Source: an optimization exercise on an open RTL-to-GDS flow (aim: small area). Production flows keep margins and buffers that such runs may drop. Only simulation tests tie the RTL to the original design; equivalence was not proved. No activity file was given, so power comes from the tool's default toggle rates. The clock port is modelled as an ideal driver; clocking choices that lean on that would not hold on a real chip.

### flow/run.sh
#!/bin/bash
# Standard layout with two knobs the flow settings do not reach: the port
# buffers are the smallest buffer, and clock tree synthesis uses no dummy loads
# and picks among smaller clock buffers.
set -euo pipefail
bash standard.sh \
  "BUFFER_PORTS_ARGS=-buffer_cell sky130_fd_sc_hd__buf_1" \
  "CTS_ARGS=-sink_clustering_enable -repair_clock_nets -dont_use_dummy_load -sink_clustering_size 30 -sink_clustering_max_diameter 120 -buf_list {sky130_fd_sc_hd__clkbuf_4 sky130_fd_sc_hd__clkbuf_8 sky130_fd_sc_hd__clkbuf_16}" \
  finish > make.log 2>&1
### standard.sh
#!/bin/bash
# synth_recipe.tcl (not shown) runs the flow's synth.tcl, then flattens the netlist and writes it again
# the make line also repeats each setting of config.mk as NAME=value (left out here)
make -C /OpenROAD-flow-scripts/flow DESIGN_CONFIG=/design/flow/config.mk WORK_HOME=/design/flow/orfs CLKGATE_MAP_FILE= SYNTH_SCRIPT=/design/flow/synth_recipe.tcl "${@:-finish}"
### config.mk
export PLATFORM = sky130hd
export DESIGN_NAME = decodeStage
export DESIGN_NICKNAME = decodeStage
export VERILOG_FILES = /design/flow/design.v
export SDC_FILE = /design/flow/constraint.sdc
export NUM_CORES = 4
export LEC_CHECK = 0
export CAP_MARGIN = 20
export CORE_MARGIN = 2
export CORE_UTILIZATION = 40
export SLEW_MARGIN = 20
export SYNTH_HIERARCHICAL = 1
### constraint.sdc
create_clock -name core_clock -period 10.0 [get_ports {clk}]
set_input_delay 2.0000 -clock core_clock [delete_from_list [all_inputs] [get_ports {clk}]]
set_output_delay 2.0000 -clock core_clock [all_outputs]
set_load 0.01 [all_outputs]
### design.v
`default_nettype none
package mipsPkg;
	localparam int dataWidth    = 32;
	localparam int regAddrWidth = 5;
	localparam logic [5:0] opRtype  = 6'h00;
	localparam logic [5:0] opRegimm = 6'h01;
	localparam logic [5:0] opJ      = 6'h02;
	localparam logic [5:0] opJal    = 6'h03;
	localparam logic [5:0] opBeq    = 6'h04;
	localparam logic [5:0] opBne    = 6'h05;
	localparam logic [5:0] opOri    = 6'h0d;
	localparam logic [5:0] opLui    = 6'h0f;
	localparam logic [5:0] opLw     = 6'h23;
	localparam logic [5:0] opSw     = 6'h2b;
	localparam logic [5:0] fnAddu = 6'h21;
	localparam logic [5:0] fnSubu = 6'h23;
	localparam logic [5:0] fnJr   = 6'h08;
	localparam logic [5:0] fnMult = 6'h18;
	localparam logic [5:0] fnDiv  = 6'h1a;
	localparam logic [4:0] rtBltz = 5'h00;
	localparam logic [4:0] rtBgez = 5'h01;
	localparam logic [1:0] fwdReg    = 2'd0;
	localparam logic [1:0] fwdResult = 2'd1;
	localparam logic [1:0] fwdWb     = 2'd2;
	localparam logic [1:0] extZero  = 2'd0;
	localparam logic [1:0] extSign  = 2'd1;
	localparam logic [1:0] extUpper = 2'd2;
	localparam logic [1:0] pcSeq    = 2'd0;
	localparam logic [1:0] pcBranch = 2'd1;
	localparam logic [1:0] pcJump   = 2'd2;
	localparam logic [1:0] pcReg    = 2'd3;
	localparam logic [2:0] brNone = 3'd0;
	localparam logic [2:0] brEq   = 3'd1;
	localparam logic [2:0] brNe   = 3'd2;
	localparam logic [2:0] brLtz  = 3'd3;
	localparam logic [2:0] brGez  = 3'd4;
	typedef struct packed {
		logic [5:0] op;
		logic [4:0] rs;
		logic [4:0] rt;
		logic [4:0] rd;
		logic [4:0] shamt;
		logic [5:0] funct;
	} rFields;
	typedef struct packed {
		logic [5:0]  op;
		logic [4:0]  rs;
		logic [4:0]  rt;
		logic [15:0] imm16;
	} iFields;
	typedef struct packed {
		logic [5:0]  op;
		logic [25:0] index26;
	} jFields;
	typedef union packed {
		rFields r;
		iFields i;
		jFields j;
	} instrWord;
endpackage
`default_nettype wire
`default_nettype none
module regFile (
	input  logic                                clk,
	input  logic                                rstN,
	input  logic [mipsPkg::regAddrWidth-1:0]    wbAddr,
	input  logic [mipsPkg::dataWidth-1:0]       wbData,
	input  logic                                regWrite,
	output logic [31:1]                         valid,
	output logic [31:1][mipsPkg::dataWidth-1:0]  regs
);
	logic [31:1] we;
	always_comb begin
		for (int i = 1; i < 32; i++) begin
			we[i] = regWrite && (wbAddr == i[4:0]);
		end
	end
	always_ff @(posedge clk) begin
		for (int i = 1; i < 32; i++) begin
			if (we[i]) regs[i] <= wbData;
		end
	end
	always_ff @(posedge clk) begin
		if (!rstN) valid <= '0;
		else       valid <= valid | we;
	end
endmodule
`default_nettype wire
`default_nettype none
module aoi222 (
	input  logic [2:0] a,
	input  logic [2:0] b,
	output logic       y
);
	assign y = !(|(a & b));
endmodule
module readBit (
	input  logic [32:0] sel,
	input  logic [32:0] data,
	output logic        q
);
	logic [10:0] t;
	for (genvar g = 0; g < 11; g++) begin : gGrp
		aoi222 u (.a(sel[3*g +: 3]), .b(data[3*g +: 3]), .y(t[g]));
	end
	assign q = !(&t);
endmodule
module operandFwd (
	input  logic [mipsPkg::regAddrWidth-1:0]    ra,
	input  logic [1:0]                          fwdSel,
	input  logic [31:1]                         valid,
	input  logic [31:1][mipsPkg::dataWidth-1:0] regs,
	input  logic [mipsPkg::dataWidth-1:0]       resultM,
	input  logic [mipsPkg::dataWidth-1:0]       wbData,
	output logic [mipsPkg::dataWidth-1:0]       op
);
	logic        useReg;
	logic [32:0] sel;
	assign useReg = (fwdSel == mipsPkg::fwdReg);
	logic [3:0] lo;
	logic [7:0] hi;
	always_comb begin
		for (int j = 0; j < 4; j++) lo[j] = useReg && (ra[1:0] == j[1:0]);
		for (int k = 0; k < 8; k++) hi[k] = (ra[4:2] == k[2:0]);
	end
	always_comb begin
		sel[0] = (fwdSel == mipsPkg::fwdResult);
		sel[32] = (fwdSel == mipsPkg::fwdWb);
		for (int i = 1; i < 32; i++) begin
			sel[i] = lo[i % 4] && hi[i / 4] && valid[i];
		end
	end
	for (genvar b = 0; b < mipsPkg::dataWidth; b++) begin : gBit
		logic [32:0] data;
		always_comb begin
			data[0] = resultM[b];
			data[32] = wbData[b];
			for (int i = 1; i < 32; i++) data[i] = regs[i][b];
		end
		readBit rb (.sel(sel), .data(data), .q(op[b]));
	end
endmodule
`default_nettype wire
`default_nettype none
module decodeCtrl (
	input  mipsPkg::instrWord               instr,
	output logic [mipsPkg::dataWidth-1:0]   immExt,
	output logic                            mdStart
);
	logic [5:0] op;
	logic       extSign;
	logic       extUpper;
	assign op = instr.r.op;
	assign extSign  = (op == mipsPkg::opRegimm) || (op == mipsPkg::opBeq) ||
	                  (op == mipsPkg::opBne)    || (op == mipsPkg::opLw)  ||
	                  (op == mipsPkg::opSw);
	assign extUpper = (op == mipsPkg::opLui);
	assign immExt = extUpper ? {instr.i.imm16, 16'h0000} :
	                {{16{extSign && instr.i.imm16[15]}}, instr.i.imm16};
	assign mdStart = (op == mipsPkg::opRtype) &&
	                 ((instr.r.funct == mipsPkg::fnMult) || (instr.r.funct == mipsPkg::fnDiv));
endmodule
`default_nettype wire
`default_nettype none
module branchUnit (
	input  mipsPkg::instrWord               instr,
	input  logic [mipsPkg::dataWidth-1:0]   pc,
	input  logic [mipsPkg::dataWidth-1:0]   opA,
	input  logic [mipsPkg::dataWidth-1:0]   opB,
	input  logic [mipsPkg::dataWidth-1:0]   immExt,
	output logic [1:0]                      pcSel,
	output logic [mipsPkg::dataWidth-1:0]   pcJump,
	output logic [mipsPkg::dataWidth-1:0]   pcReg,
	output logic [mipsPkg::dataWidth-1:0]   pcBranch
);
	logic [5:0]  op;
	logic [30:0] brSum;
	logic        aEqB;
	logic        takeBranch;
	logic        isJump;
	logic        isJr;
	assign op = instr.r.op;
	assign brSum    = {pc[31:2], 1'b1} + {immExt[29:0], 1'b1};
	assign pcBranch = {brSum[30:1], pc[1:0]};
	assign pcJump   = {pc[31:28] + {3'b000, &pc[27:2]}, instr.j.index26, 2'b00};
	assign pcReg    = opA;
	assign aEqB = (opA == opB);
	always_comb begin
		case (op)
			mipsPkg::opBeq:    takeBranch = aEqB;
			mipsPkg::opBne:    takeBranch = !aEqB;
			mipsPkg::opRegimm: takeBranch = (instr.i.rt[4:1] == 4'd0) &&
			                                (opA[31] ^ instr.i.rt[0]);
			default:           takeBranch = 1'b0;
		endcase
	end
	assign isJump = (op == mipsPkg::opJ) || (op == mipsPkg::opJal);
	assign isJr   = (op == mipsPkg::opRtype) && (instr.r.funct == mipsPkg::fnJr);
	assign pcSel = isJump     ? mipsPkg::pcJump :
	               isJr       ? mipsPkg::pcReg :
	               takeBranch ? mipsPkg::pcBranch : mipsPkg::pcSeq;
endmodule
`default_nettype wire
`default_nettype none
module idExReg (
	input  logic                            clk,
	input  logic                            keep,
	input  logic [mipsPkg::dataWidth-1:0]   pcD,
	input  mipsPkg::instrWord               instrD,
	input  logic [mipsPkg::dataWidth-1:0]   opA,
	input  logic [mipsPkg::dataWidth-1:0]   opB,
	output logic [mipsPkg::dataWidth-1:0]   pcE,
	output mipsPkg::instrWord               instrE,
	output logic [mipsPkg::dataWidth-1:0]   opAE,
	output logic [mipsPkg::dataWidth-1:0]   opBE,
	output logic [mipsPkg::dataWidth-1:0]   immE,
	output logic                            mdStartE
);
	always_ff @(posedge clk) begin
		if (!keep) begin
			pcE    <= '0;
			instrE <= '0;
			opAE   <= '0;
			opBE   <= '0;
		end else begin
			pcE    <= pcD;
			instrE <= instrD;
			opAE   <= opA;
			opBE   <= opB;
		end
	end
	decodeCtrl ctrlE (.instr(instrE), .immExt(immE), .mdStart(mdStartE));
endmodule
`default_nettype wire
`default_nettype none
module decodeStage (
	input  logic                                clk,
	input  logic                                rstN,
	input  mipsPkg::instrWord                   instrD,
	input  logic [mipsPkg::dataWidth-1:0]       pcD,
	input  logic [mipsPkg::regAddrWidth-1:0]    wbAddr,
	input  logic [mipsPkg::dataWidth-1:0]       wbData,
	input  logic                                regWrite,
	input  logic [mipsPkg::dataWidth-1:0]       resultM,
	input  logic [1:0]                          fwdSelA,
	input  logic [1:0]                          fwdSelB,
	input  logic                                idExClr,
	output logic [1:0]                          pcSel,
	output logic [mipsPkg::dataWidth-1:0]       pcJump,
	output logic [mipsPkg::dataWidth-1:0]       pcReg,
	output logic [mipsPkg::dataWidth-1:0]       pcBranch,
	output logic [mipsPkg::dataWidth-1:0]       pcE,
	output mipsPkg::instrWord                   instrE,
	output logic [mipsPkg::dataWidth-1:0]       opAE,
	output logic [mipsPkg::dataWidth-1:0]       opBE,
	output logic [mipsPkg::dataWidth-1:0]       immE,
	output logic                                mdStartE
);
	logic [31:1]                   valid;
	logic [31:1][mipsPkg::dataWidth-1:0] regs;
	logic [mipsPkg::dataWidth-1:0] opA;
	logic [mipsPkg::dataWidth-1:0] opB;
	logic [mipsPkg::dataWidth-1:0] immExt;
	logic                          keepE;
	assign keepE = rstN && !idExClr;
	regFile rf (
		.clk(clk), .rstN(rstN),
		.wbAddr(wbAddr), .wbData(wbData), .regWrite(regWrite),
		.valid(valid), .regs(regs)
	);
	operandFwd fwdA (
		.ra(instrD.r.rs), .fwdSel(fwdSelA), .valid(valid), .regs(regs),
		.resultM(resultM), .wbData(wbData), .op(opA)
	);
	operandFwd fwdB (
		.ra(instrD.r.rt), .fwdSel(fwdSelB), .valid(valid), .regs(regs),
		.resultM(resultM), .wbData(wbData), .op(opB)
	);
	decodeCtrl ctrl (.instr(instrD), .immExt(immExt), .mdStart());
	branchUnit branch (
		.instr(instrD), .pc(pcD), .opA(opA), .opB(opB),
		.immExt(immExt), .pcSel(pcSel),
		.pcJump(pcJump), .pcReg(pcReg), .pcBranch(pcBranch)
	);
	idExReg idEx (
		.clk(clk), .keep(keepE),
		.pcD(pcD), .instrD(instrD), .opA(opA), .opB(opB),
		.pcE(pcE), .instrE(instrE), .opAE(opAE), .opBE(opBE),
		.immE(immE), .mdStartE(mdStartE)
	);
endmodule
`default_nettype wire
==> qor.csv, run 1 <==
stage,metric,value,unit
status,status,no timing/DRC/antenna violations,
logic_synthesis,ys_warn_count,10,
layout,layout_commonest_cell,edfxtp_1,
worst_setup_path,critPathMaxStageDelay,0.82,ns
detailed_routing,via_per_inst,7.180,
layout,fin_cells,4966,
placement,dpl.cell_count,4917,
detailed_routing,ant_nets,0,
layout,final_util,45.29,%
detailed_routing,drtPass1Iterations,13,
placement,gp_congestion,0.9772,
placement,hpwl,113.7,mm
placement,pre_cts_slack,0.3122,ns
detailed_routing,num_vias,35654,
worst_setup_path,required,8.00,ns
die,pin_count,400,
pwr,peakVddDrop,138.2,uV
sta,period_share,98.49,%
cts,numCtsBuffers,45,
placement,portBuffers,397,
global_route,grt_first_pass_wirelength,242.0,mm
worst_setup_path,cp-start-kind,input pin,
detailed_routing,wl,175.4,mm
layout,final_nets,3613,
worst_setup_path,slowest_stage,a2111oi_0,
logic_synthesis,synth.cell_area,47010,um2
global_route,grt_usage,27.71,%
sta,setup_slack,0.1507,ns
logic_synthesis,synth_cells,2894,
worst_setup_path,critical_path_class,in2out,
worst_setup_path,critPathBufInv,4,
cts,cts.sinks,1151,
die,std_cell_rows,125,
cts,cts-root-buf,clkbuf_16,
detailed_routing,wl_per_cell,35.31,um
sta,setup_tns,0,ns
detailed_routing,drtIter0Drc,10216,
pwr,power,8.066,mW
logic_synthesis,syn_avg_cell_area,16.24,um2
cts,insertion_delay,0.69,ns
cts,post_cts_buffers,0,
detailed_routing,drc_errors,0,
layout,areaGrowthSynthToFinish,12.11,%
global_route,grt_overflow_total,0,
sta,maxSlewHeadroom,28.31,%
die,fp.dieW,346.8,um
die,start_util,40.40,%
sta,tightest_slew,1.075,ns
worst_setup_path,arrival,7.85,ns
sta,slew_violations,0,
die,core,116400,um2
global_route,grt_antenna_before_repair,7,
sta,fmax,101.5,MHz
worst_setup_path,cpLargestDelayFamily,simple AND/OR/NAND/NOR gates,
layout,layout_common_cells,"edfxtp_1 (992), a222oi_1 (704), buf_1 (397)",
die,dieArea,120300,um2
run,max-cap-violations,0,
cts,cts_hold_buf,0,
die,die_h,346.8,um
cts,cts_tree,yes,
sta,setup_viol,0,
cts,cts.repair.resized,0,
cts,htreeDepth,2,
pwr,powerDensity,153.1,nW/um2
cts,cts_max_path_buffers,3,
sta,post-route-min-period,9.849,ns
layout,layout-drive-gt1-share,10.41,%
worst_setup_path,path_cells,buf_1 -> and4bb_4 -> and3_1 -> buf_4 -> a222oi_1 -> nand4_1 -> or3_1 -> xor2_1 -> nor4_1 -> nand4_1 -> nor2_1 -> xnor2_1 -> a2111oi_0 -> buf_4 -> buf_1,
worst_hold_path,min_path_type,reg2reg,
worst_setup_path,path_max_fanout,18,
worst_setup_path,worst_setup_path_end_kind,output port,
sta,skew,0.09505,ns
sta,hold_viol,0,
global_route,grt_pass1_vias,32812,
sta,rsz0062_at_grt,no,
cts,cts.reportedPaths.clkPinSlew,0.12,ns
global_route,grt_max_degree,73,
pwr,p_leak,17.13,nW
## layer usage
| metal | up-vias | wire length, um | GRT usage (%) |
|---|---|---|---|
| met5 | - | 81 | 0.4802 |
| met4 | 2 | 9129 | 12.87 |
| met3 | 379 | 26800 | 5.406 |
| met2 | 3427 | 76690 | 42.21 |
| met1 | 17498 | 62650 | 38.28 |
| li1 | 14348 | - | - |
## through the flow
stage / instance area (um2) / hold slack (ns)
after floorplan: 47010 / 0.4306
after global placement: 51560 / 0.4405
after detailed placement: 51560 / 0.4498
after CTS: 52690 / 0.4666
after global routing: 52690 / 0.4895
final: 52700 / 0.4670
## final cells by class
class,count,area (um2)
Inverter,10,37.54
Fill cell,10263,63660
Tap cell,1524,1907
Timing Repair Buffer,596,3072
Antenna cell,4,10.01
Clock buffer,45,1126
Sequential cell,1151,32970
Multi-Input combinational cell,1636,13570
## worst reg2reg max path, delay by kind of cell (launching register included)
| kind | cells | cell delay, ns |
|---|---|---|
| DFF | 1 | 0.36 |
| AOI/OAI and AO/OA | 1 | 0.37 |
| buffers and inverters | 1 | 0.41 |
| and+or+nand+nor | 4 | 1.63 |
## worst paths after layout
| kind | endpoint | depth (start not counted) | start | slack [ns] |
|---|---|---|---|---|
| max | pcSel[0] | 15 | fwdSelA[0] | 0.15 |
| min | rf.valid[3] | 2 | rf.valid[3] | 0.47 |
| max reg2reg | idEx.opAE[6] | 6 | rf.valid[21] | 7.10 |
| min reg2reg | rf.valid[3] | 2 | rf.valid[3] | 0.47 |
## where the power goes
group | internal (mW) | switching (mW)
Combinational | 0.150 | 0.376
Sequential | 5.27 | 0.0332
Clock | 0.815 | 1.42
## sequential cells by signal (all words and copies together), names as in the netlist
name and flops:
idEx.opAE 32, idEx.opBE 32, idEx.instrE 32, rf.valid 31, idEx.pcE 32, rf.regs 992
==> run 2: changes to the inputs <==
--- a/design.v
+++ b/design.v
@@ -162,6 +162,126 @@
 endmodule
 `default_nettype wire
 `default_nettype none
+module carryPN (
+	input  logic p,
+	input  logic g,
+	input  logic c,
+	output logic cn
+);
+	assign cn = !((p && c) || g);
+endmodule
+module carryNP (
+	input  logic pn,
+	input  logic gn,
+	input  logic cn,
+	output logic c
+);
+	assign c = !((pn || cn) && gn);
+endmodule
+module addBitPN (
+	input  logic a,
+	input  logic b,
+	input  logic c,
+	output logic s,
+	output logic cn
+);
+	logic p;
+	logic g;
+	assign p = a ^ b;
+	assign g = a && b;
+	assign s = p ^ c;
+	carryPN u (.p(p), .g(g), .c(c), .cn(cn));
+endmodule
+module addBitNP (
+	input  logic a,
+	input  logic b,
+	input  logic cn,
+	output logic s,
+	output logic c
+);
+	logic pn;
+	logic gn;
+	assign pn = !(a ^ b);
+	assign gn = !(a && b);
+	assign s  = pn ^ cn;
+	carryNP u (.pn(pn), .gn(gn), .cn(cn), .c(c));
+endmodule
+module pgTrue (
+	input  logic a,
+	input  logic b,
+	output logic p,
+	output logic g
+);
+	assign p = a ^ b;
+	assign g = a && b;
+endmodule
+module pgInv (
+	input  logic a,
+	input  logic b,
+	output logic pn,
+	output logic gn
+);
+	assign pn = !(a ^ b);
+	assign gn = !(a && b);
+endmodule
+module mux2g (
+	input  logic s,
+	input  logic a0,
+	input  logic a1,
+	output logic y
+);
+	assign y = s ? a1 : a0;
+endmodule
+module xor2g (
+	input  logic a,
+	input  logic b,
+	output logic y
+);
+	assign y = a ^ b;
+endmodule
+module brAdder (
+	input  logic [29:0] a,
+	input  logic [29:0] b,
+	output logic [29:0] s
+);
+	logic [16:1]  c;
+	logic [29:17] cu0;
+	logic [29:17] cu1;
+	logic [29:17] cu;
+	logic [29:17] pu;
+	logic [28:17] gu;
+	logic         p16;
+	assign s[0] = !(a[0] ^ b[0]);
+	assign c[1] = a[0] || b[0];
+	for (genvar i = 1; i < 16; i++) begin : gLow
+		if (i % 2 == 1) begin : gPN
+			addBitPN u (.a(a[i]), .b(b[i]), .c(c[i]), .s(s[i]), .cn(c[i+1]));
+		end else begin : gNP
+			addBitNP u (.a(a[i]), .b(b[i]), .cn(c[i]), .s(s[i]), .c(c[i+1]));
+		end
+	end
+	assign p16    = a[16] ^ b[16];
+	assign s[16]  = !(p16 ^ c[16]);
+	assign cu0[17] = a[16] && b[16];
+	assign cu1[17] = a[16] || b[16];
+	for (genvar i = 17; i < 30; i++) begin : gHigh
+		if (i % 2 == 1) begin : gPN
+			if (i < 29) begin : gPG
+				pgTrue pg (.a(a[i]), .b(b[i]), .p(pu[i]), .g(gu[i]));
+				carryPN k0 (.p(pu[i]), .g(gu[i]), .c(cu0[i]), .cn(cu0[i+1]));
+				carryPN k1 (.p(pu[i]), .g(gu[i]), .c(cu1[i]), .cn(cu1[i+1]));
+			end else begin : gP
+				xor2g px (.a(a[i]), .b(b[i]), .y(pu[i]));
+			end
+		end else begin : gNP
+			pgInv pg (.a(a[i]), .b(b[i]), .pn(pu[i]), .gn(gu[i]));
+			carryNP k0 (.pn(pu[i]), .gn(gu[i]), .cn(cu0[i]), .c(cu0[i+1]));
+			carryNP k1 (.pn(pu[i]), .gn(gu[i]), .cn(cu1[i]), .c(cu1[i+1]));
+		end
+		mux2g m (.s(c[16]), .a0(cu1[i]), .a1(cu0[i]), .y(cu[i]));
+		xor2g x (.a(pu[i]), .b(cu[i]), .y(s[i]));
+	end
+endmodule
 module branchUnit (
 	input  mipsPkg::instrWord               instr,
 	input  logic [mipsPkg::dataWidth-1:0]   pc,
@@ -180,7 +300,8 @@
 	logic        isJump;
 	logic        isJr;
 	assign op = instr.r.op;
-	assign brSum    = {pc[31:2], 1'b1} + {immExt[29:0], 1'b1};
+	brAdder add (.a(pc[31:2]), .b(immExt[29:0]), .s(brSum[30:1]));
+	assign brSum[0] = 1'b0;
 	assign pcBranch = {brSum[30:1], pc[1:0]};
 	assign pcJump   = {pc[31:28] + {3'b000, &pc[27:2]}, instr.j.index26, 2'b00};
 	assign pcReg    = opA;
==> run 2 against run 1 <==
Clock-buffer cell count unchanged. First-iteration DRC count decreased by 3.8%. Die area is 0.62% lower. Maximum frequency up 5.6%. Sequential share of layout area is 0.68 points higher.
==> qor.csv, run 2 <==
stage,metric,value,unit
status,status,no timing/DRC/antenna violations,
pwr,powerDensity,154.4,nW/um2
global_route,grt_max_degree,122,
sta,period_share,93.25,%
cts,cts-root-buf,clkbuf_16,
sta,tightest_slew,1.114,ns
die,die_h,345.7,um
sta,skew,0.05034,ns
layout,nFillCells,10365,
sta,rsz0062_at_grt,no,
die,core,116000,um2
logic_synthesis,syn_avg_cell_area,16.50,um2
sta,slew_violations,0,
die,start_util,40.25,%
pwr,peakVddDrop,121.2,uV
detailed_routing,drtIter0Drc,9825,
placement,hpwl,109.4,mm
sta,hold_viol,0,
cts,cts_max_path_buffers,3,
worst_setup_path,cp-start-kind,input pin,
cts,post_cts_buffers,0,
detailed_routing,drc_errors,0,
detailed_routing,ant_nets,0,
cts,cts_hold_buf,0,
detailed_routing,num_vias,34786,
global_route,grt_overflow_total,0,
worst_setup_path,required,8.00,ns
cts,cts.sinks,1151,
pwr,p_leak,16.90,nW
detailed_routing,wl_per_cell,35.91,um
placement,dpl.cell_count,4828,
sta,setup_tns,0,ns
die,fp.dieW,345.7,um
run,max-cap-violations,0,
logic_synthesis,ys_warn_count,10,
layout,top_register,rf.regs,
layout,fin_cells,4881,
detailed_routing,via_per_inst,7.127,
detailed_routing,drtPass1Iterations,13,
worst_setup_path,critical_path_class,in2out,
layout,layout_commonest_cell,edfxtp_1,
global_route,grt_antenna_before_repair,5,
cts,cts_tree,yes,
layout,layout_common_cells,"edfxtp_1 (992), a222oi_1 (704), buf_1 (397)",
sta,maxSlewHeadroom,25.71,%
placement,portBuffers,397,
die,std_cell_rows,125,
worst_setup_path,path_max_fanout,14,
logic_synthesis,synth.cell_area,46710,um2
layout,layout-drive-gt1-share,9.824,%
cts,cts.repair.resized,0,
detailed_routing,wl,175.3,mm
worst_hold_path,min_path_type,reg2reg,
die,pin_count,400,
layout,final_nets,3524,
cts,insertion_delay,0.69,ns
global_route,grt_pass1_vias,32240,
layout,areaGrowthSynthToFinish,11.59,%
cts,htreeDepth,2,
logic_synthesis,synth_cells,2831,
sta,whs,0.4719,ns
die,dieArea,119500,um2
placement,gp_congestion,0.9694,
worst_setup_path,arrival,7.33,ns
sta,post-route-min-period,9.325,ns
worst_setup_path,worst_setup_path_end_kind,output port,
global_route,grt_first_pass_wirelength,241.4,mm
layout,largest_reg_flops,992,
sta,setup_viol,0,
cts,cts.reportedPaths.clkPinSlew,0.11,ns
global_route,grt_usage,27.98,%
sta,fmax,107.2,MHz
cts,numCtsBuffers,45,
## run 2: critical path, stage by stage
cell and delay, ns:
buf_1 0.34, nor3b_1 0.82, and3_1 1.00, buf_4 0.39
a222oi_1 0.10, nand4_1 0.19, or3_1 0.34, xor2_1 0.11
nor4_1 0.43, nand4_1 0.63, o21ai_0 0.32, nor3b_1 0.20
buf_4 0.18, buf_1 0.23
## run 2: power by group
group	switching, mW	total (mW)	internal (mW)
combinational	0.354	0.496	0.142
sequential	0.0343	5.31	5.27
clock	1.43	2.24	0.815
total	1.82	8.05	6.23
## run 2: path summary, 6_finish.rpt
check          startpoint            end  slack [ns]  cells after the start
min reg2reg  rf.valid[21]   rf.valid[21]        0.47                      2
max            instrD[25]       pcSel[0]        0.67                     14
min          rf.valid[21]   rf.valid[21]        0.47                      2
max reg2reg  rf.valid[12]  idEx.opAE[18]        7.10                      6
## run 2: final cells by class
class	count	area (um2)	area share, %
multi-input cells	1554	13190	25.30
well taps	1524	1907	3.658
clock buffers	45	1126	2.160
flip-flops and latches	1151	32970	63.25
inverters	33	123.9	0.2376
repair buffers	566	2788	5.348
diodes	8	20.02	0.03841
## run 2: routing by layer
| layer | vias to the layer above | wire, um | GRT usage, % |
|---|---|---|---|
| met1 | 17303 | 61840 | 37.39 |
| met5 | - | 13 | 0 |
| li1 | 14006 | - | - |
| met4 | 2 | 8697 | 12.67 |
| met3 | 349 | 26130 | 6.562 |
| met2 | 3126 | 78600 | 43.41 |
## run 2: stage by stage
stage	setup WS [ns]	total power [mW]	util (%)	instance area, um2
floorplan	1.685	5.641	-	46720
global placement	0.9176	5.898	43.92	50970
detailed placement	0.8190	5.903	43.92	50970
CTS	0.8204	8.070	44.89	52100
global route	0.6432	8.247	44.90	52110
finish	0.6747	8.047	44.92	52130
==> run 3: changes to the inputs <==
--- a/config.mk
+++ b/config.mk
@@ -5,8 +5,8 @@
 export SDC_FILE = /design/flow/constraint.sdc
 export NUM_CORES = 4
 export LEC_CHECK = 0
-export CAP_MARGIN = 20
+export CAP_MARGIN = 5
 export CORE_MARGIN = 2
-export CORE_UTILIZATION = 40
-export SLEW_MARGIN = 20
+export CORE_UTILIZATION = 45
+export SLEW_MARGIN = 5
 export SYNTH_HIERARCHICAL = 1
==> run 3 against run 2 <==
Worst setup slack got worse by 0.24 ns. Sequential share of layout area increased by 0.24 points. Power fell by 0.36%. Clock skew decreased by 0.0088 ns. Die area decreased by 11%. Combinational power increased by 1%. Hold slack gained 0.013 ns. Clock-buffer cell count shrank 1. Wire length decreased by 0.41%. Critical path depth is the same. Via count is 0.63% higher.
==> qor.csv, run 3 <==
stage,metric,value,unit
sta,setup_tns,0,ns
worst_setup_path,path_max_fanout,18,
layout,largest_reg_flops,992,
sta,rsz0062_at_grt,no,
cts,post_cts_buffers,0,
sta,maxSlewHeadroom,5.641,%
status,status,no timing/DRC/antenna violations,
cts,cts_hold_buf,0,
layout,nFillCells,8717,
worst_setup_path,arrival,7.57,ns
layout,final_util,50.32,%
cts,cts.repair.resized,0,
layout,top_register,rf.regs,
logic_synthesis,synth.cell_area,46710,um2
placement,pre_cts_slack,0.7309,ns
worst_setup_path,worstRegToRegCells,6,
sta,tightest_slew,1.415,ns
cts,cts_tree,yes,
placement,hpwl,110.0,mm
layout,final_nets,3521,
die,die_h,326.2,um
run,max-cap-violations,0,
global_route,grt_usage,31.60,%
global_route,grt_antenna_before_repair,6,
cts,cts.reportedPaths.clkPinSlew,0.12,ns
pwr,p_leak,16.87,nW
worst_setup_path,cp-start-kind,input pin,
detailed_routing,drc_errors,0,
placement,gp_congestion,0.9930,
worst_setup_path,critical_path_class,in2out,
layout,layout-drive-gt1-share,9.743,%
worst_setup_path,required,8.00,ns
die,pin_count,400,
global_route,grt_max_degree,110,
global_route,grt_pass1_vias,33361,
detailed_routing,drtPass1Iterations,11,
layout,areaGrowthSynthToFinish,11.16,%
cts,htreeDepth,2,
cts,numCtsBuffers,44,
placement,portBuffers,397,
cts,cts_max_path_buffers,3,
cts,cts.sinks,1151,
detailed_routing,num_vias,35004,
global_route,grt_first_pass_wirelength,243.7,mm
sta,skew,0.04156,ns
cts,insertion_delay,0.69,ns
pwr,powerDensity,154.4,nW/um2
die,start_util,45.26,%
sta,fmax,104.5,MHz
die,dieArea,106400,um2
logic_synthesis,synth_cells,2831,
detailed_routing,wl,174.6,mm
global_route,grt_overflow_total,0,
detailed_routing,via_per_inst,7.399,
sta,period_share,95.67,%
die,core,103200,um2
pwr,power,8.018,mW
layout,layout_common_cells,"edfxtp_1 (992), a222oi_1 (704), buf_1 (397)",
worst_setup_path,worst_setup_path_end_kind,output port,
detailed_routing,wl_per_cell,36.90,um
sta,slew_violations,0,
sta,setup_slack,0.4326,ns
worst_hold_path,hold_depth,2,
logic_synthesis,ys_warn_count,10,
pwr,peakVddDrop,132.2,uV
die,std_cell_rows,118,
logic_synthesis,syn_avg_cell_area,16.50,um2
sta,post-route-min-period,9.567,ns
sta,hold_viol,0,
sta,setup_viol,0,
worst_setup_path,reg2reg_setup_slack,7.01,ns
layout,layout_commonest_cell,edfxtp_1,
detailed_routing,drtIter0Drc,9927,
worst_hold_path,min_path_type,reg2reg,
cts,cts-root-buf,clkbuf_16,
die,fp.dieW,326.2,um
detailed_routing,ant_nets,0,
-- run 3: metrics by stage --
stage	hold WS, ns	cells	instance area, um2
after CTS	0.4727	4726	51910
after global placement	0.4490	4682	50810
after floorplan	0.4306	2832	46720
after detailed placement	0.4557	4682	50810
final	0.4850	4731	51930
after global routing	0.5065	4726	51910
-- run 3: path summary, 6_finish.rpt --
path	start	to
worst max-delay path	fwdSelA[1]	pcSel[0]
worst min register to register	rf.valid[3]	rf.valid[3]
worst max register to register	rf.valid[27]	idEx.opAE[31]
worst min-delay path	rf.valid[3]	rf.valid[3]
-- run 3: worst max-delay path, stage by stage --
cell      delay (ns)
buf_1           0.34
and4bb_4        0.34
and3_1          0.50
buf_4           0.42
a222oi_1        0.37
nand4_1         0.31
or3_1           0.62
xor2_1          0.20
nor4_1          0.95
nand4_1         0.55
buf_4           0.34
o21ai_0         0.14
nor3b_1         0.24
buf_1           0.18
-- run 3: power by group --
part | total (mW) | switching [mW] | internal (mW)
registers | 5.31 | 0.0328 | 5.27
logic | 0.503 | 0.359 | 0.144
clock network | 2.21 | 1.41 | 0.798
-- run 3: layer usage --
metal  vias up  track usage [%]  wire length, um
met1     17393            43.85            63450
met4         4            15.30             9291
met3       419            6.680            25150
met5         -                0               27
met2      3201            47.47            76640
li1      13987                -                -
-- run 3: cell type report --
cell class	instances	area, um2	share of cell area [%]
diodes	5	12.51	0.02410
clock buffers	44	1101	2.120
inverters	33	123.9	0.2385
multi-input cells	1554	13170	25.37
flip-flops and latches	1151	32970	63.50
well taps	1380	1727	3.325
repair buffers	564	2819	5.429
==> run 4: changes to the inputs <==
--- a/design.v
+++ b/design.v
@@ -201,11 +201,24 @@
 );
 	logic pn;
 	logic gn;
-	assign pn = !(a ^ b);
-	assign gn = !(a && b);
-	assign s  = pn ^ cn;
+	pgInv pg (.a(a), .b(b), .pn(pn), .gn(gn));
+	xor2g x (.a(pn), .b(cn), .y(s));
 	carryNP u (.pn(pn), .gn(gn), .cn(cn), .c(c));
 endmodule
+module xnor2g (
+	input  logic a,
+	input  logic b,
+	output logic y
+);
+	assign y = !(a ^ b);
+endmodule
+module nand2g (
+	input  logic a,
+	input  logic b,
+	output logic y
+);
+	assign y = !(a && b);
+endmodule
 module pgTrue (
 	input  logic a,
 	input  logic b,
@@ -221,8 +234,8 @@
 	output logic pn,
 	output logic gn
 );
-	assign pn = !(a ^ b);
-	assign gn = !(a && b);
+	xnor2g x (.a(a), .b(b), .y(pn));
+	nand2g n (.a(a), .b(b), .y(gn));
 endmodule
 module mux2g (
 	input  logic s,
--- a/config.mk
+++ b/config.mk
@@ -5,8 +5,8 @@
 export SDC_FILE = /design/flow/constraint.sdc
 export NUM_CORES = 4
 export LEC_CHECK = 0
-export CAP_MARGIN = 5
+export CAP_MARGIN = 20
 export CORE_MARGIN = 2
-export CORE_UTILIZATION = 45
-export SLEW_MARGIN = 5
+export CORE_UTILIZATION = 40
+export SLEW_MARGIN = 20
 export SYNTH_HIERARCHICAL = 1
==> run 4 against run 3 <==
Hold slack got worse by 0.0089 ns. Clock skew grew 0.040 ns. Highest routed layer unchanged. Largest power group unchanged. Final cell count up 2.8%. Sequential power barely moved. Sequential share of layout area fell by 0.28 points. Synthesized area fell by 0.21%.
==> qor.csv, run 4 <==
stage,metric,value,unit
status,status,no timing/DRC/antenna violations,
cts,cts.repair.resized,0,
sta,fmax,105.4,MHz
die,die_h,345.4,um
die,std_cell_rows,125,
worst_hold_path,min_from,rf.valid[3],
placement,gp_congestion,0.9805,
pwr,peakVddDrop,133.7,uV
cts,cts_tree,yes,
logic_synthesis,synth_cells,2818,
worst_setup_path,cp-start-kind,input pin,
cts,numCtsBuffers,46,
worst_hold_path,min_path_type,reg2reg,
worst_setup_path,required,8.00,ns
cts,cts.reportedPaths.clkPinSlew,0.12,ns
global_route,grt_overflow_total,0,
pwr,powerDensity,154.7,nW/um2
worst_setup_path,r2r_end,idEx.opAE[23],
sta,rsz0062_at_grt,no,
detailed_routing,wl,175.3,mm
logic_synthesis,syn_avg_cell_area,16.54,um2
layout,nFillCells,10335,
detailed_routing,ant_nets,0,
sta,setup_viol,0,
detailed_routing,via_per_inst,7.159,
cts,cts-root-buf,clkbuf_16,
sta,tightest_slew,1.184,ns
die,pin_count,400,
sta,maxSlewHeadroom,21.04,%
worst_setup_path,worst_setup_path_end_kind,output port,
layout,top_register,rf.regs,
cts,insertion_delay,0.71,ns
layout,layout-drive-gt1-share,10.46,%
global_route,grt_pass1_vias,32367,
layout,layout_commonest_cell,edfxtp_1,
die,fp.dieW,345.4,um
detailed_routing,num_vias,34809,
placement,portBuffers,397,
worst_setup_path,path_cells,buf_1 -> nor3b_1 -> and3_1 -> buf_4 -> buf_4 -> a222oi_1 -> nand4_1 -> or3_1 -> xor2_1 -> nor4_1 -> nand4_1 -> o21ai_0 -> nor3b_1 -> buf_1,
cts,cts_hold_buf,0,
logic_synthesis,ys_warn_count,10,
detailed_routing,wl_per_cell,36.05,um
global_route,grt_antenna_before_repair,4,
worst_setup_path,path_max_fanout,17,
global_route,grt_max_degree,77,
worst_setup_path,r2r-start,rf.valid[4],
sta,period_share,94.89,%
placement,hpwl,111.4,mm
cts,htreeDepth,2,
cts,cts.sinks,1151,
sta,skew,0.08107,ns
layout,layout_common_cells,"edfxtp_1 (992), a222oi_1 (704), buf_1 (397)",
global_route,grt_usage,28.06,%
worst_setup_path,critical_path_class,in2out,
worst_setup_path,reg2reg_setup_slack,7.08,ns
worst_setup_path,slowest_stage,and3_1,
detailed_routing,drtPass1Iterations,11,
worst_setup_path,arrival,7.49,ns
sta,slew_violations,0,
cts,post_cts_buffers,0,
worst_setup_path,crit_path_end,pcSel[0],
worst_setup_path,worstRegToRegCells,7,
sta,hold_viol,0,
worst_setup_path,startpoint,instrD[23],
layout,largest_reg_flops,992,
global_route,grt_first_pass_wirelength,242.7,mm
detailed_routing,drc_errors,0,
detailed_routing,drtIter0Drc,10207,
die,dieArea,119300,um2
layout,areaGrowthSynthToFinish,11.88,%
die,start_util,40.22,%
run,max-cap-violations,0,
worst_setup_path,critPathMaxStageDelay,1.05,ns
pwr,p_leak,16.76,nW
sta,setup_tns,0,ns
sta,post-route-min-period,9.489,ns
die,core,115900,um2
layout,final_nets,3497,
cts,cts_max_path_buffers,3,
logic_synthesis,synth.cell_area,46610,um2
pwr,power,8.069,mW
==> run 4: worst max-delay path, delay by kind of cell <==
family	cells	cell delay, ns
AOI/OAI and AO/OA	2	0.38
and+or+nand+nor	7	3.90
buffers and inverters	4	1.02
xor gates and xnor gates	1	0.21
==> run 4: power breakdown <==
group / internal [mW] / switching [mW] / total (mW)
registers: 5.27 / 0.0347 / 5.31
logic: 0.142 / 0.365 / 0.507
clock network: 0.831 / 1.42 / 2.25
==> run 4: stage by stage <==
| stage | setup WS [ns] | instances | utilization [%] | hold slack, ns | instance area, um2 |
|---|---|---|---|---|---|
| floorplan | 1.694 | 2819 | - | 0.4306 | 46620 |
| global placement | 0.8573 | 4813 | 44.00 | 0.4439 | 51000 |
| detailed placement | 0.9362 | 4813 | 44.00 | 0.4580 | 51000 |
| CTS | 0.9135 | 4859 | 45.00 | 0.4713 | 52150 |
| global route | 0.4451 | 4859 | 45.00 | 0.4891 | 52150 |
| finish | 0.5114 | 4862 | 45.00 | 0.4761 | 52150 |
==> run 4: routing by layer <==
metal	up-vias	wire [um]	share of wire, %	global-route usage, %
li1	13960	-	-	-
met1	17260	61680	35	37.61
met2	3174	77180	44	43.03
met3	413	25780	15	6.159
met4	2	10610	6.1	14.27
met5	-	9	0.0051	0
==> run 4: worst min-delay path by stage <==
stage | slack [ns] | cells past startpoint | end
6_report | 0.48 | 2 | rf.valid[3]
2_1_floorplan | 0.43 | 2 | rf.valid[10]
3_3_place_gp | 0.44 | 2 | rf.valid[3]
4_1_cts | 0.47 | 2 | rf.valid[1]
5_1_grt | 0.49 | 2 | rf.valid[3]
3_5_place_dp | 0.46 | 2 | rf.valid[3]
==> run 4: area by class of cell <==
| cell class | count | area [um2] | area share, % |
|---|---|---|---|
| antenna | 3 | 7.507 | 0.01439 |
| multi-input combinational | 1567 | 13210 | 25.33 |
| tap | 1524 | 1907 | 3.656 |
| sequential | 1151 | 32970 | 63.22 |
| timing repair buffer | 564 | 2882 | 5.525 |
| inverter | 7 | 26.28 | 0.05038 |
| clock buffer | 46 | 1151 | 2.207 |

[port drivers added, routing unchanged]
In the flow no input, the clock included, has a driving cell. The finished layouts below were timed again as built, in two steps. Step 1: set_driving_cell puts a clkbuf_16 on clk and a buf_2 on each other input, an assumption about the parent block. Step 2, shift: input delay + t, output delay - t, t = (earliest + latest rising clock arrival at the registers) / 2. This alone moves slack from input paths to output paths. a / b / c = no drivers / after step 1 / after step 2; a / b = the first two.
| run | t, ns | setup WS [ns] | hold WS [ns] | worst setup path at the end |
|---|---|---|---|---|
| run 1 | 0.712 | 0.151 / 0.122 / 0.122 | 0.467 / 0.467 / 0.467 | input to output |
| run 2 | 0.736 | 0.675 / 0.649 / 0.649 | 0.472 / 0.472 / 0.472 | input to output |
| run 3 | 0.738 | 0.433 / 0.391 / 0.391 | 0.485 / 0.485 / 0.485 | input to output |
| run 4 | 0.734 | 0.511 / 0.487 / 0.487 | 0.476 / 0.476 / 0.476 | input to output |
After both steps every run listed still meets setup and hold. The setup slack of run 3, which loses most, moves by -0.042 ns with the drivers and by -0.042 ns with both steps.
